This is an optimization exercise on Yosys and OpenROAD, whose aim is small area and a short achievable clock period, not a production implementation.
RTL that was checked went through simulation tests only; none was proved equivalent to the original.
Power and IR drop assume default switching activity.

== run 1 ==
==> flow/design.v (excerpt) <==
module usb_device #(
   parameter int EP_DEPTH = 64             
) (
   input  logic              clk,
   input  logic              rst,
   input  logic              usb_reset,    
   input  logic              rx_valid,     
   input  logic              rx_active,    
   input  logic [7:0]        rx_data,
   output logic              tx_valid,     
   output logic [7:0]        tx_data,
   input  logic              tx_ready,
   input  logic              cfg_req,
   input  logic [1:0]        cfg_op,
   input  logic              cfg_ep,
   input  logic [6:0]        cfg_data,
   output logic              cfg_ack,
   input  logic              ep0_out_rd,
   output logic [7:0]        ep0_out_dout,
   output logic              ep0_out_empty,
   input  logic              ep0_in_wr,
   input  logic [7:0]        ep0_in_din,
   output logic              ep0_in_full,
   input  logic              ep1_in_wr,
   input  logic [7:0]        ep1_in_din,
   output logic              ep1_in_full
);
Size: about 4200 cells after synthesis, about 1800 flip-flops, roughly 65 I/O pins, about 0.066 mm² of cells after synthesis.
clock: 4.2 ns
lec_check: 0
cap_margin: 20
cell_pad_in_sites_global_placement: 0
core_margin: 2
core_utilization: 50
cts_cluster_diameter: 120
cts_cluster_size: 30
place_density: 0.65
setup_slack_margin: 2.0
slew_margin: 20
run.sh (not shown) runs the stock make flow with config.mk's settings and CLKGATE_MAP_FILE= SYNTH_SCRIPT=/design/flow/synth_recipe.tcl, a recipe that flattens the netlist after the stock synthesis.
## Diff of input files: run 2 against run 1
- swapping 120 for 100 in CTS_CLUSTER_DIAMETER
- swapping 30 for 24 in CTS_CLUSTER_SIZE
- clearing CELL_PAD_IN_SITES_GLOBAL_PLACEMENT, which used to be 0
==> comparison <==
Relative to run 1, layout buffering overhead excluding clock cells decreased by 0.31 points in run 2. [compare] base=run 1 new=run 2: leakage power up 0.36%, layout inverter count without the clock tree now sits at about the same level, routed metal-1 wirelength went up. Status: sequential share of layout area parity (run 2, run 1).
## Diff of input files: run 3 against run 2
- PLACE_DENSITY removed (was 0.65)
- CTS_CLUSTER_SIZE removed (was 24)
- CORE_UTILIZATION changed from 50 to 40
- CTS_CLUSTER_DIAMETER removed (was 100)
Findings:
Per the comparison of run 3 with run 2, clock buffer and inverter area fraction after layout has increased, final period utilization decreased by 0.21 points relative to the old numbers.
Run 3 finished every stage and its layout cleared the timing, DRC and antenna checks.
When run 3 is set beside run 2, its number of stages on the worst hold path turns out to be 2 larger.
Run 3 against run 2: clock transition at the register clock pins on the worst setup and hold paths after CTS now smaller, routed wire length now larger, worst IR drop on VDD now smaller, routed length on met3 now smaller.
Sort run 2 and run 3 by smallest setup slack after layout desc -> top: run 3
Between run 2 and run 3, post-route total power increased.
Overall via count from detail_route on run 3 is behind run 2.
Signed area change from the synthesized netlist to the final layout for run 3: 6.6 points up relative to run 2
diff inputs: run 3 => run 4
- setting CTS_CLUSTER_DIAMETER to 120 for the first time
- setting CTS_CLUSTER_SIZE to 30 for the first time
==> notes.md <==
In the flow results for run 3 and run 4, the power in the clock group is larger on run 3.
In terms of routing usage on met2, run 4 and run 3 differ only marginally.
Taking run 4 as 1.0, run 3 lands at 1.3 on power.
Run 4 improves on run 3 in switching power total.
[run 4 vs run 3] portion of the layout cell area used by clock cells: lower in run 4
In summary, run 4 completed successfully, with a layout that passed the timing, DRC and antenna checks.
When run 4 is measured against run 3, its arrival time reported for the critical path endpoint turns out 50 ps higher.
> inputs changed (run 4 -> run 5)
- changing CORE_UTILIZATION from 40 to 55
- setting PLACE_DENSITY to 0.68 for the first time
--- outcome ---
Diff run 4 -> run 5: final cycle utilization of the critical path has increased, final-layout worst hold slack has remained practically unchanged. Against run 4, fmax in run 5 fell by a few percent. The area growth from synthesis to final layout of run 5 falls short of that of run 4 by 0.57 points.

========
== run A ==
Another version of the RTL of usb_device (not shown whole).
Size in the first run: about 4200 cells after synthesis, about 65 I/O pins.
==> flow/design.v (excerpt) <==
module usb_device #(
   parameter int EP_DEPTH = 64             
) (
   input  logic              clk,
   input  logic              rst,
   input  logic              usb_reset,    
   input  logic              rx_valid,     
   input  logic              rx_active,    
   input  logic [7:0]        rx_data,
   output logic              tx_valid,     
   output logic [7:0]        tx_data,
   input  logic              tx_ready,
   input  logic              cfg_req,
   input  logic [1:0]        cfg_op,
   input  logic              cfg_ep,
   input  logic [6:0]        cfg_data,
   output logic              cfg_ack,
   input  logic              ep0_out_rd,
   output logic [7:0]        ep0_out_dout,
   output logic              ep0_out_empty,
   input  logic              ep0_in_wr,
   input  logic [7:0]        ep0_in_din,
   output logic              ep0_in_full,
   input  logic              ep1_in_wr,
   input  logic [7:0]        ep1_in_din,
   output logic              ep1_in_full
);
export LEC_CHECK = 0
export CAP_MARGIN = 20
export CORE_MARGIN = 2
export CORE_UTILIZATION = 40
export CTS_CLUSTER_DIAMETER = 120
export CTS_CLUSTER_SIZE = 30
export SETUP_SLACK_MARGIN = 2.07
export SLEW_MARGIN = 20
create_clock -name core_clock -period 4.2 [get_ports {clk}]
Having completed the whole flow, run A delivered a layout that passed the timing, DRC and antenna checks.
For run B, these inputs were changed with respect to run A:
- SETUP_SLACK_MARGIN: 2.07 -> 2.0
- CORE_UTILIZATION: 40 -> 50
- PLACE_DENSITY: unset -> 0.65
--- outcome ---
| die area | run B vs run A | 20% lower |
Compared with run A, run B shows proportion of power drawn by flip-flops and latches higher by 0.9 points.
Compared run B vs run A, and minimum setup slack in the final design is down in run B.
On net switching power, run A loses to run B.
For the detailed-placement wirelength estimate, run B came in 3.3% lower than run A did.
Run B ended up with a lower highest achievable clock rate than run A did.
In the flow results for run A and run B, the share of the core filled with cells in the final layout is smaller on run A.
Run B: maximum fanout count along the critical path is 2 higher than what run A reported.
Run B against run A; largest net degree at the start of global routing is down by more than 10%.
Input-level comparison between run C and run B:
- CORE_UTILIZATION now 40, was 50
- PLACE_DENSITY no longer set, was 0.65
--- outcome ---
- Compared with run B, run C shows a higher non-clock buffer count.
- Taking run B as the reference, in run C count of inverters not on the clock network in the layout picked up an extra about 2.8%, internal power consumption barely changed, sequential share of layout area lost 0.96 points, maximum operating frequency higher.
- Post-layout minimum cycle time in run C is 87 ps lower than in run B
- Placer congestion estimate | run C above run B
- Of run B and run C, the lower wire length of the first global-routing pass belongs to run B.
No run of this note included a check of the RTL's function; only the layout flow was run.

========
RTL: one of the versions met above, not the one the previous note started from.
For scale: ~4200 cells after synthesis, ~1800 flip-flops, roughly 65 I/O pins.
clock: 4.2 ns
lec_check: 0
cap_margin: 20
core_margin: 2
core_utilization: 40
cts_cluster_diameter: 120
cts_cluster_size: 30
setup_slack_margin: 2.0
slew_margin: 20
tns_end_percent: 20
The starting point completed with no timing, DRC or antenna violations.
Change:
Settings changed: CORE_UTILIZATION 40 to 50, PLACE_DENSITY set to 0.65, SETUP_SLACK_MARGIN 2.0 to 2.05, TNS_END_PERCENT 20 to not set.
Clock power shrinks by about 2%.
Power went down by 0.54%.
Cell count went down by 7.4%.
Cell area is about the same.
Utilization is higher by 12 points.
Change:
Settings changed: SETUP_SLACK_MARGIN 2.05 to 2.0.
=>
- The new run produced a clean layout
- die area stays the same
- cell area stays flat
- first-iteration DRC count decreases by about 7%
- worst setup slack improved by 0.0094 ns
- sequential share of layout area came out higher by 0.17 points
- via count decreases by 0.52%
- wire length drops by about 1%
- worst hold slack gets worse by 0.016 ns

## re-timing with driven ports
No port has a modelled driver above. Below, the same layouts with a new extraction and two added sets of constraints.
Step 1 (the two cells are an assumption about what drives the block):
set clk [get_ports {clk}]
set_driving_cell -lib_cell sky130_fd_sc_hd__clkbuf_16 $clk
set_driving_cell -lib_cell sky130_fd_sc_hd__buf_2 [delete_from_list [all_inputs] $clk]
Step 2 also shifts input and output timing later by t, the mid clock arrival at the registers, as if the neighbouring blocks saw the same clock.
a / b / c = ideal / step 1 / step 2; a / b = the first two.
| run | t (ns) | setup WS [ns] | latest minus earliest clock arrival (ns) | worst data-port slew with drivers (ns) | cell pins on the clock port's net |
|---|---|---|---|---|---|
| run 1 | 0.778 | 1.995 / 1.964 / 1.254 | 0.057 / 0.057 | 0.15 | 1 |
| run 2 | 0.794 | 1.974 / 1.958 / 1.230 | 0.050 / 0.050 | 0.16 | 1 |
| run 3 | 0.865 | 1.983 / 1.891 / 1.025 | 0.067 / 0.067 | 0.21 | 1 |
| run 4 | 0.784 | 1.976 / 1.942 / 1.157 | 0.082 / 0.083 | 0.20 | 1 |
| run 5 | 0.772 | 1.909 / 1.968 / 1.196 | 0.042 / 0.041 | 0.16 | 1 |
| run A | 0.806 | 1.979 / 1.978 / 1.241 | 0.072 / 0.073 | 0.20 | 1 |
| run B | 0.770 | 1.905 / 1.905 / 1.232 | 0.035 / 0.036 | 0.06 | 1 |
| run C | 0.792 | 1.992 / 1.971 / 1.179 | 0.066 / 0.065 | 0.21 | 1 |
| the first run of note 3 | 0.774 | 1.873 / 1.877 / 1.136 | 0.067 / 0.067 | 0.23 | 1 |
| the second run of note 3 | 0.798 | 1.986 / 1.916 / 1.222 | 0.050 / 0.050 | 0.19 | 1 |
| the third run of note 3 | 0.778 | 1.995 / 1.964 / 1.254 | 0.057 / 0.057 | 0.15 | 1 |
After both steps setup and hold are still met in every run listed. The setup slack of run 3, which loses most, moves by -0.092 ns with the drivers and by -0.958 ns with both steps.
